Context: an optimization exercise on an open-source flow, tuned for a short achievable clock period and few clock cycles. The choices shown serve that exercise and are no tape-out recipe. The RTL was checked by simulation tests, not by an equivalence proof against the original design.

==> trial 8: inputs <==
// s64_core
module s64_core (
    input  logic                            clk_i,
    input  logic                            rst_i,
    input  logic [s64_isa_pkg::XLEN-1:0]    dat_i,
    output logic [s64_bus_pkg::ADR_W-1:0]   adr_o,
    output logic                            cyc_o,
    output logic                            stb_o,
    output logic                            we_o,
    output logic                            vpa_o,
    output logic [s64_bus_pkg::LANES-1:0]   sel_o,
    output logic [s64_isa_pkg::XLEN-1:0]    dat_o
);
==> flow/config.mk <==
export PLATFORM = sky130hd
export DESIGN_NAME = s64_core
export DESIGN_NICKNAME = s64_core
export VERILOG_FILES = /design/flow/design.v
export SDC_FILE = /design/flow/constraint.sdc
export NUM_CORES = 4
export LEC_CHECK = 0
export CAP_MARGIN = 20
export CELL_PAD_IN_SITES_DETAIL_PLACEMENT = 1
export CELL_PAD_IN_SITES_GLOBAL_PLACEMENT = 2
export CORE_MARGIN = 2
export CORE_UTILIZATION = 16
export PLACE_DENSITY = 0.3
export SETUP_SLACK_MARGIN = 3.0
export SLEW_MARGIN = 20
export TNS_END_PERCENT = 20
==> flow/constraint.sdc <==
create_clock -name core_clock -period 7.0 [get_ports {clk_i}]
set_input_delay 1.4000 -clock core_clock [delete_from_list [all_inputs] [get_ports {clk_i}]]
set_output_delay 1.4000 -clock core_clock [all_outputs]
set_load 0.01 [all_outputs]
run.sh (not shown) runs the stock make flow with config.mk's settings and CLKGATE_MAP_FILE= SYNTH_SCRIPT=/design/flow/synth_recipe.tcl, a recipe that flattens the netlist after the stock synthesis.
==> trial 80: changes against trial 8 <==
--- a/flow/design.v
+++ b/flow/design.v
@@ -251,79 +251,73 @@
     output logic [63:0]         st_data_o,
     output logic [1:0]          st_size_o
 );
     logic [6:0][63:0]  e;
     logic [6:0]        ef;       
     logic [63:0]       r_q;
     logic [63:0]       st_a_q, st_d_q;
     logic              st_af, st_df;
-    logic [6:0][63:0]  src;      
+    logic [13:0][63:0] src;
     logic [63:0]       a, b, r;
     logic [6:0][63:0]  ne;
     logic [63:0]       na, nd;
     always_comb begin
         for (int k = 0; k < 7; k++) begin
             src[k]   = ef[k] ? r_q : e[k];
+            src[7+k] = {{32{lit_i[k+1][31]}}, lit_i[k+1]};
         end
     end
-    function automatic logic [63:0] pick14(input logic [13:0] s, input logic [6:0][63:0] v,
-                                           input logic [7:1][31:0] l);
+    function automatic logic [63:0] pick14(input logic [13:0] s, input logic [13:0][63:0] v);
         logic [63:0] o;
-        logic        sg;
-        o  = '0;
-        sg = 1'b0;
-        for (int k = 0; k < 7; k++) begin
-            o  = o | ({64{s[k]}} & v[k]);
-            o  = o | {32'd0, {32{s[7+k]}} & l[k+1]};
-            sg = sg | (s[7+k] & l[k+1][31]);
-        end
-        pick14 = o | {{32{sg}}, 32'd0};
+        o = '0;
+        for (int k = 0; k < 14; k++) o = o | ({64{s[k]}} & v[k]);
+        pick14 = o;
     endfunction
     logic [14:0]       ca, cb;
     logic [63:0]       na_op, nb_op;
-    logic [6:0][63:0]  nosrc;
-    assign nosrc = '0;
+    logic [13:0][63:0] nsrc;
     always_comb begin
         ca = '0;
         cb = '0;
         for (int k = 0; k < 7; k++) begin
             ca = ca | ({15{opa_i[k]}} & sel_i[k]);
             cb = cb | ({15{opb_i[k]}} & sel_i[k]);
         end
+        for (int k = 0; k < 7; k++) nsrc[k] = {{32{nlit_i[k+1][31]}}, nlit_i[k+1]};
+        for (int k = 7; k < 14; k++) nsrc[k] = 64'd0;
     end
-    logic [63:0] na_src, nb_src;
-    assign na_src = pick14({ca[14:8], ca[6:0]}, src, lit_i) | pick14({opa_i[13:7], 7'd0}, nosrc, nlit_i);
-    assign nb_src = pick14({cb[14:8], cb[6:0]}, src, lit_i) | pick14({opb_i[13:7], 7'd0}, nosrc, nlit_i);
-    assign na_op  = na_src | ({64{ca[7]}} & r);
-    assign nb_op  = nb_src | ({64{cb[7]}} & r);
+    assign na_op = pick14({ca[14:8], ca[6:0]}, src) | pick14({7'd0, opa_i[13:7]}, nsrc)
+                 | ({64{ca[7]}} & r);
+    assign nb_op = pick14({cb[14:8], cb[6:0]}, src) | pick14({7'd0, opb_i[13:7]}, nsrc)
+                 | ({64{cb[7]}} & r);
     logic [63:0] sa;
     logic [5:0]  sb;
     logic        nshift;
     assign nshift = naluop_i[2] | naluop_i[10] | naluop_i[11];
     always_ff @(posedge clk_i) begin
         a  <= na_op;
         b  <= nb_op;
-        sa <= ({64{nshift}} & na_src) | ({64{nshift & ca[7]}} & r);
-        sb <= ({6{nshift}} & nb_src[5:0]) | ({6{nshift & cb[7]}} & r[5:0]);
+        sa <= nshift ? na_op : 64'd0;
+        sb <= nshift ? nb_op[5:0] : 6'd0;
     end
     s64_alu u_alu (
         .op_i     (aluop_i),
         .a_i      (a),
         .b_i      (b),
         .sa_i     (sa),
         .sb_i     (sb),
         .result_o (r)
     );
     always_comb begin
         for (int j = 0; j < 7; j++) begin
-            ne[j] = pick14({sel_i[j][14:8], sel_i[j][6:0]}, src, lit_i);
+            ne[j] = pick14({sel_i[j][14:8], sel_i[j][6:0]}, src);
         end
-        na = pick14({sa_i[14:8], sa_i[6:0]}, src, lit_i);
-        nd = pick14({sd_i[14:8], sd_i[6:0]}, src, lit_i);
+        na = pick14({sa_i[14:8], sa_i[6:0]}, src);
+        nd = pick14({sd_i[14:8], sd_i[6:0]}, src);
     end
     always_ff @(posedge clk_i) begin
         r_q <= r;
         e   <= ne;
         for (int j = 0; j < 7; j++) ef[j] <= sel_i[j][7];
         st_a_q     <= na;
         st_d_q     <= nd;
         st_af      <= sa_i[7];
@@ -371,38 +365,26 @@
     end
     logic lt_lo, eq_lo, eq_hi;
     assign lt_lo = clt[6][0];
     assign eq_lo = ceq[6][0];
     assign eq_hi = ~(a_i[63] ^ b_i[63]);
     assign ltu   = (~a_i[63] & b_i[63]) | (eq_hi & lt_lo);
     assign lts   = (a_i[63] & ~b_i[63]) | (eq_hi & lt_lo);
     assign eq    = eq_hi & eq_lo;
-    logic [63:0] rin, rev_in, rsh, rev_out;
-    logic [64:0] rsh65;
-    logic        fill;
-    always_comb begin
-        for (int i = 0; i < 64; i++) rev_in[i] = sa_i[63-i];
-    end
-    assign rin   = op_i[2] ? rev_in : sa_i;
-    assign fill  = op_i[11] & sa_i[63];
-    assign rsh65 = $signed({fill, rin}) >>> sh;
-    assign rsh   = rsh65[63:0];
-    always_comb begin
-        for (int i = 0; i < 64; i++) rev_out[i] = rsh[63-i];
-    end
-    assign sll   = rev_out;
-    assign srl   = rsh;
-    assign sra   = rsh;
+    assign sll   = sa_i << sh;
+    assign srl   = sa_i >> sh;
+    assign sra   = $signed(sa_i) >>> sh;
     always_comb begin
         result_o = ({64{op_i[0]}}  & sum)
                  | ({64{op_i[1]}}  & dif)
                  | ({64{op_i[2]}}  & sll)
                  | ({64{op_i[9]}}  & (a_i ^ b_i))
-                 | ({64{op_i[10] | op_i[11]}} & rsh)
+                 | ({64{op_i[10]}} & srl)
+                 | ({64{op_i[11]}} & sra)
                  | ({64{op_i[12]}} & (a_i | b_i))
                  | ({64{op_i[13]}} & (a_i & b_i))
                  | ({64{op_i[14]}} & (a_i & ~b_i));
         result_o[0] = result_o[0]
                  | (op_i[3] & lts) | (op_i[4] & ltu)
                  | (op_i[5] & ~lts) | (op_i[6] & ~ltu)
                  | (op_i[7] & eq) | (op_i[8] & ~eq);
     end
CORE_UTILIZATION = 30   (was 16)
MIN_ROUTING_LAYER = met2   (was default)
PLACE_DENSITY = 0.5   (was 0.3)
SETUP_SLACK_MARGIN = 3.3   (was 3.0)
==> build 43: changes against trial 8 <==
--- a/flow/design.v
+++ b/flow/design.v
@@ -156,35 +156,35 @@
         end
     end
 endmodule
 module s64_decoder (
     input  logic [63:0]       pkt_i,
     input  logic [7:1][16:0]  pos_i,
     output logic [7:1][3:0]   cls_o,
     output logic [7:1][3:0]   sub_o,
-    output logic [7:1][31:0]  lit_o,      
+    output logic [7:1][63:0]  lit_o,
     output logic [7:1]        live_o
 );
     logic [3:0]       cnt;
     logic [7:1][3:0]  code;
     logic [7:1][31:0] strm;
     assign cnt = pkt_i[63:60];
     always_comb begin
         for (int n = 1; n <= 7; n++) begin
             code[n] = pkt_i[63-4*n -: 4];
             strm[n] = '0;
             for (int k = 0; k < 16; k++) begin
                 strm[n] = strm[n] | ({32{pos_i[n][k]}} & 32'(pkt_i >> (4*k)));
             end
             sub_o[n] = strm[n][3:0];
             case (code[n])
-                4'd1:    lit_o[n] = {{24{strm[n][7]}},  strm[n][7:0]};
-                4'd2:    lit_o[n] = {{16{strm[n][15]}}, strm[n][15:0]};
-                default: lit_o[n] = strm[n];
+                4'd1:    lit_o[n] = {{56{strm[n][7]}},  strm[n][7:0]};
+                4'd2:    lit_o[n] = {{48{strm[n][15]}}, strm[n][15:0]};
+                default: lit_o[n] = {{32{strm[n][31]}}, strm[n][31:0]};
             endcase
             cls_o[n] = 4'd0;
             if (4'(n) < cnt) begin
                 case (code[n])
                     4'd1, 4'd2, 4'd3: cls_o[n] = 4'd1;
                     4'd4: if (sub_o[n] <= 4'd3)  cls_o[n] = 4'd3;
                     4'd5: if (sub_o[n] != 4'd15) cls_o[n] = 4'd2;
                     4'd6: begin
@@ -233,111 +233,95 @@
 `default_nettype none
 import s64_isa_pkg::*;
 module s64_operand_stack (
     input  logic                clk_i,
     input  logic                rst_i,
     input  logic [6:0][14:0]    sel_i,
     input  logic [13:0]         opa_i,
     input  logic [13:0]         opb_i,
-    input  logic [7:1][31:0]    nlit_i,
+    input  logic [7:1][63:0]    nlit_i,
     input  logic [14:0]         aluop_i,
     input  logic [14:0]         naluop_i,
     input  logic                st_i,
     input  logic [14:0]         sa_i,
     input  logic [14:0]         sd_i,
     input  logic [1:0]          size_i,
-    input  logic [7:1][31:0]    lit_i,
+    input  logic [7:1][63:0]    lit_i,
     output logic                st_valid_o,
     output logic [63:0]         st_addr_o,
     output logic [63:0]         st_data_o,
     output logic [1:0]          st_size_o
 );
     logic [6:0][63:0]  e;
-    logic [6:0]        ef;       
-    logic [63:0]       r_q;
-    logic [63:0]       st_a_q, st_d_q;
-    logic              st_af, st_df;
-    logic [6:0][63:0]  src;      
+    logic [13:0][63:0] src;
     logic [63:0]       a, b, r;
     logic [6:0][63:0]  ne;
     logic [63:0]       na, nd;
     always_comb begin
         for (int k = 0; k < 7; k++) begin
-            src[k]   = ef[k] ? r_q : e[k];
+            src[k]   = e[k];
+            src[7+k] = lit_i[k+1];
         end
     end
-    function automatic logic [63:0] pick14(input logic [13:0] s, input logic [6:0][63:0] v,
-                                           input logic [7:1][31:0] l);
+    function automatic logic [63:0] pick14(input logic [13:0] s, input logic [13:0][63:0] v);
         logic [63:0] o;
-        logic        sg;
-        o  = '0;
-        sg = 1'b0;
-        for (int k = 0; k < 7; k++) begin
-            o  = o | ({64{s[k]}} & v[k]);
-            o  = o | {32'd0, {32{s[7+k]}} & l[k+1]};
-            sg = sg | (s[7+k] & l[k+1][31]);
-        end
-        pick14 = o | {{32{sg}}, 32'd0};
+        o = '0;
+        for (int k = 0; k < 14; k++) o = o | ({64{s[k]}} & v[k]);
+        pick14 = o;
     endfunction
     logic [14:0]       ca, cb;
     logic [63:0]       na_op, nb_op;
-    logic [6:0][63:0]  nosrc;
-    assign nosrc = '0;
+    logic [13:0][63:0] nsrc;
     always_comb begin
         ca = '0;
         cb = '0;
         for (int k = 0; k < 7; k++) begin
             ca = ca | ({15{opa_i[k]}} & sel_i[k]);
             cb = cb | ({15{opb_i[k]}} & sel_i[k]);
         end
+        for (int k = 0; k < 7; k++) nsrc[k] = nlit_i[k+1];
+        for (int k = 7; k < 14; k++) nsrc[k] = 64'd0;
     end
-    logic [63:0] na_src, nb_src;
-    assign na_src = pick14({ca[14:8], ca[6:0]}, src, lit_i) | pick14({opa_i[13:7], 7'd0}, nosrc, nlit_i);
-    assign nb_src = pick14({cb[14:8], cb[6:0]}, src, lit_i) | pick14({opb_i[13:7], 7'd0}, nosrc, nlit_i);
-    assign na_op  = na_src | ({64{ca[7]}} & r);
-    assign nb_op  = nb_src | ({64{cb[7]}} & r);
+    assign na_op = pick14({ca[14:8], ca[6:0]}, src) | pick14({7'd0, opa_i[13:7]}, nsrc)
+                 | ({64{ca[7]}} & r);
+    assign nb_op = pick14({cb[14:8], cb[6:0]}, src) | pick14({7'd0, opb_i[13:7]}, nsrc)
+                 | ({64{cb[7]}} & r);
     logic [63:0] sa;
     logic [5:0]  sb;
     logic        nshift;
     assign nshift = naluop_i[2] | naluop_i[10] | naluop_i[11];
     always_ff @(posedge clk_i) begin
         a  <= na_op;
         b  <= nb_op;
-        sa <= ({64{nshift}} & na_src) | ({64{nshift & ca[7]}} & r);
-        sb <= ({6{nshift}} & nb_src[5:0]) | ({6{nshift & cb[7]}} & r[5:0]);
+        sa <= nshift ? na_op : 64'd0;
+        sb <= nshift ? nb_op[5:0] : 6'd0;
     end
     s64_alu u_alu (
         .op_i     (aluop_i),
         .a_i      (a),
         .b_i      (b),
         .sa_i     (sa),
         .sb_i     (sb),
         .result_o (r)
     );
     always_comb begin
         for (int j = 0; j < 7; j++) begin
-            ne[j] = pick14({sel_i[j][14:8], sel_i[j][6:0]}, src, lit_i);
+            ne[j] = pick14({sel_i[j][14:8], sel_i[j][6:0]}, src) | ({64{sel_i[j][7]}} & r);
         end
-        na = pick14({sa_i[14:8], sa_i[6:0]}, src, lit_i);
-        nd = pick14({sd_i[14:8], sd_i[6:0]}, src, lit_i);
+        na = pick14({sa_i[14:8], sa_i[6:0]}, src) | ({64{sa_i[7]}} & r);
+        nd = pick14({sd_i[14:8], sd_i[6:0]}, src) | ({64{sd_i[7]}} & r);
     end
     always_ff @(posedge clk_i) begin
-        r_q <= r;
-        e   <= ne;
-        for (int j = 0; j < 7; j++) ef[j] <= sel_i[j][7];
-        st_a_q     <= na;
-        st_d_q     <= nd;
-        st_af      <= sa_i[7];
-        st_df      <= sd_i[7];
-        st_size_o  <= size_i;
+        e         <= ne;
+        st_addr_o <= na;
+        st_data_o <= nd;
+        st_size_o <= size_i;
         st_valid_o <= st_i && !rst_i;
     end
-    assign st_addr_o = st_af ? r_q : st_a_q;
-    assign st_data_o = st_df ? r_q : st_d_q;
 endmodule
 `default_nettype wire
 `default_nettype none
 import s64_isa_pkg::*;
 module s64_alu (
     input  logic [14:0]  op_i,
     input  logic [63:0]  a_i,
     input  logic [63:0]  b_i,
@@ -371,38 +355,26 @@
     end
     logic lt_lo, eq_lo, eq_hi;
     assign lt_lo = clt[6][0];
     assign eq_lo = ceq[6][0];
     assign eq_hi = ~(a_i[63] ^ b_i[63]);
     assign ltu   = (~a_i[63] & b_i[63]) | (eq_hi & lt_lo);
     assign lts   = (a_i[63] & ~b_i[63]) | (eq_hi & lt_lo);
     assign eq    = eq_hi & eq_lo;
-    logic [63:0] rin, rev_in, rsh, rev_out;
-    logic [64:0] rsh65;
-    logic        fill;
-    always_comb begin
-        for (int i = 0; i < 64; i++) rev_in[i] = sa_i[63-i];
-    end
-    assign rin   = op_i[2] ? rev_in : sa_i;
-    assign fill  = op_i[11] & sa_i[63];
-    assign rsh65 = $signed({fill, rin}) >>> sh;
-    assign rsh   = rsh65[63:0];
-    always_comb begin
-        for (int i = 0; i < 64; i++) rev_out[i] = rsh[63-i];
-    end
-    assign sll   = rev_out;
-    assign srl   = rsh;
-    assign sra   = rsh;
+    assign sll   = sa_i << sh;
+    assign srl   = sa_i >> sh;
+    assign sra   = $signed(sa_i) >>> sh;
     always_comb begin
         result_o = ({64{op_i[0]}}  & sum)
                  | ({64{op_i[1]}}  & dif)
                  | ({64{op_i[2]}}  & sll)
                  | ({64{op_i[9]}}  & (a_i ^ b_i))
-                 | ({64{op_i[10] | op_i[11]}} & rsh)
+                 | ({64{op_i[10]}} & srl)
+                 | ({64{op_i[11]}} & sra)
                  | ({64{op_i[12]}} & (a_i | b_i))
                  | ({64{op_i[13]}} & (a_i & b_i))
                  | ({64{op_i[14]}} & (a_i & ~b_i));
         result_o[0] = result_o[0]
                  | (op_i[3] & lts) | (op_i[4] & ltu)
                  | (op_i[5] & ~lts) | (op_i[6] & ~ltu)
                  | (op_i[7] & eq) | (op_i[8] & ~eq);
     end
@@ -548,32 +520,32 @@
     end
     always_ff @(posedge clk_i) begin
         if (o_move) begin
             p_pkt <= o_pkt;
             p_pos <= {h_pos_hi[7:5], o_pos};
         end
     end
     logic [7:1][3:0]  h_cls, h_sub;
-    logic [7:1][31:0] h_lit;
+    logic [7:1][63:0] h_lit;
     logic [7:1]       h_live;
     logic [6:0][7:1]  h_bmask;
     logic [6:0]       h_blast;
     s64_decoder u_dec (
         .pkt_i  (p_pkt),
         .pos_i  (p_pos),
         .cls_o  (h_cls),
         .sub_o  (h_sub),
         .lit_o  (h_lit),
         .live_o (h_live)
     );
     logic             q_valid;
     logic             q_move;
     logic [7:1][3:0]  q_cls, q_sub;
-    logic [7:1][31:0] q_lit;
+    logic [7:1][63:0] q_lit;
     logic [7:1]       q_live;
     always_ff @(posedge clk_i) begin
         if (rst_i) begin
             q_valid <= 1'b0;
         end else if (p_move) begin
             q_valid <= 1'b1;
         end else if (q_move) begin
             q_valid <= 1'b0;
@@ -590,32 +562,32 @@
     s64_bundle_split u_split (
         .cls_i   (q_cls),
         .live_i  (q_live),
         .bmask_o (h_bmask),
         .blast_o (h_blast)
     );
     logic             dp_valid;
     logic [7:1][3:0]  dp_cls, dp_sub;
-    logic [7:1][31:0] dp_lit;
+    logic [7:1][63:0] dp_lit;
     logic [7:1]       take;
     logic             dp_done;
     logic [6:0][3:0]  tg;
     logic [3:0]       ta, tb, tsa, tsd;
     logic [3:0]       aop;
     logic             has_st;
     logic [1:0]       ssz;
     logic [6:0][7:1]  dp_bmask;
     logic [6:0]       dp_blast;
     assign take    = dp_valid ? dp_bmask[0] : 7'd0;
     assign dp_done = dp_valid && dp_blast[0];
     logic             x_valid;
     logic [7:1]       x_take;
     logic [7:1][3:0]  x_cls, x_sub;
-    logic [7:1][31:0] x_lit;
+    logic [7:1][63:0] x_lit;
     always_ff @(posedge clk_i) begin
         x_valid <= dp_valid && !rst_i;
         x_take  <= take;
         x_cls   <= dp_cls;
         x_sub   <= dp_sub;
         x_lit   <= dp_lit;
     end
     logic [6:0][3:0] t;
@@ -662,17 +634,17 @@
     end
     logic             y_valid;
     logic [6:0][3:0]  y_t;
     logic [3:0]       y_ta, y_tb, y_tsa, y_tsd, y_aop;
     logic             y_has_st;
     logic [1:0]       y_ssz;
     logic [7:5]       y_take;
     logic [7:5][3:0]  y_cls, y_sub;
-    logic [7:1][31:0] y_lit;
+    logic [7:1][63:0] y_lit;
     always_ff @(posedge clk_i) begin
         y_valid  <= x_valid && !rst_i;
         y_t      <= t;
         y_ta     <= ta;
         y_tb     <= tb;
         y_tsa    <= tsa;
         y_tsd    <= tsd;
         y_aop    <= aop;
@@ -730,17 +702,17 @@
         tg = u;
     end
     logic [6:0][14:0] n_sel, b_sel;
     logic [13:0]      n_opa, n_opb;
     logic [14:0]      n_aop, b_aop;
     logic             n_st, b_st;
     logic [14:0]      n_sa, n_sd, b_sa, b_sd;
     logic [1:0]       n_size, b_size;
-    logic [7:1][31:0] n_lit, b_lit;
+    logic [7:1][63:0] n_lit, b_lit;
     function automatic logic [14:0] oh15(input logic [3:0] t);
         oh15 = 15'd1 << t;
     endfunction
     function automatic logic [13:0] oh14(input logic [3:0] t);
         logic [14:0] o;
         o = 15'd1 << t;
         oh14 = {o[14:8], o[6:0]};
     endfunction
CELL_PAD_IN_SITES_DETAIL_PLACEMENT = default   (was 1)
CELL_PAD_IN_SITES_GLOBAL_PLACEMENT = default   (was 2)
CORE_UTILIZATION = 50   (was 16)
PLACE_DENSITY = default   (was 0.3)
SETUP_SLACK_MARGIN = 3.2   (was 3.0)
==> summary.txt <==
item	trial 8	trial 80	build 43
Status	no timing/DRC/antenna violations	aborted with a tool error	aborted with a tool error
Failing step	-	global routing	global routing
Clock buffers created by TritonCTS	546	442	387
Initial Utilization	0.160	0.301	0.501
Clock net sink count	3815	3815	3742
Area share of the largest cell type after synthesis	0.246	0.245	0.238
Count of placed standard cells including taps	34517	27007	23598
Cell area after synthesis	197000 um2	198000 um2	198000 um2
Mux cell area share after synthesis	0.0938	0.0910	0.0689
Synthesized-area fraction occupied by ao, oa, aoi and oai cells	0.270	0.272	0.295
Maximum root-to-sink buffer count	5	4	4
Unique cell type count in the Yosys netlist	100	117	119
Site row count	407	298	231
Xor and xnor area share after synthesis	0.00369	0.00473	0.00310
DP Area	220000 um2	211000 um2	203000 um2
H-tree depth	6	5	5
Proportion of synthesized chip area in sequential cells	0.458	0.455	0.449
Top-count cell post-synth	sky130_fd_sc_hd__a22oi_1	sky130_fd_sc_hd__a22oi_1	sky130_fd_sc_hd__dfxtp_1
HPWL after detailed placement	1170000 um	1030000 um	751000 um
Number of setup buffers added after CTS	177	340	137
Worst setup slack before clock tree synthesis	0.670 ns	1.62 ns	1.39 ns
Final weighted congestion of routability-driven global placement	0.870	1.34	1.17
Testbench counts of trial 8, summed over its fixed seeds: cycles 10,541.
Testbench counts of trial 80, summed over its fixed seeds: cycles 10,541.
Testbench counts of build 43, summed over its fixed seeds: cycles 10,541.

## what the ideal ports hide
In the flow no input, the clock included, has a driving cell. The finished layout below was timed again as built, in two steps.
Step 1: set_driving_cell puts a clkbuf_16 on clk_i and a buf_2 on each other input, an assumption about the parent block.
Step 2 also shifts input and output timing later by t, the mid clock arrival at the registers, as if the neighbouring blocks saw the same clock.
Slacks: ideal ports / drivers / drivers and shift; pairs: ideal ports / drivers.
run: trial 8
t (ns): 1.278
setup WS [ns]: 2.629 / 2.629 / 2.195
hold WS [ns]: 0.282 / 0.282 / 0.282
After both steps setup and hold are still met in trial 8. For trial 8, drivers alone change the setup slack by 0.000 ns; drivers and shift together by -0.434 ns.
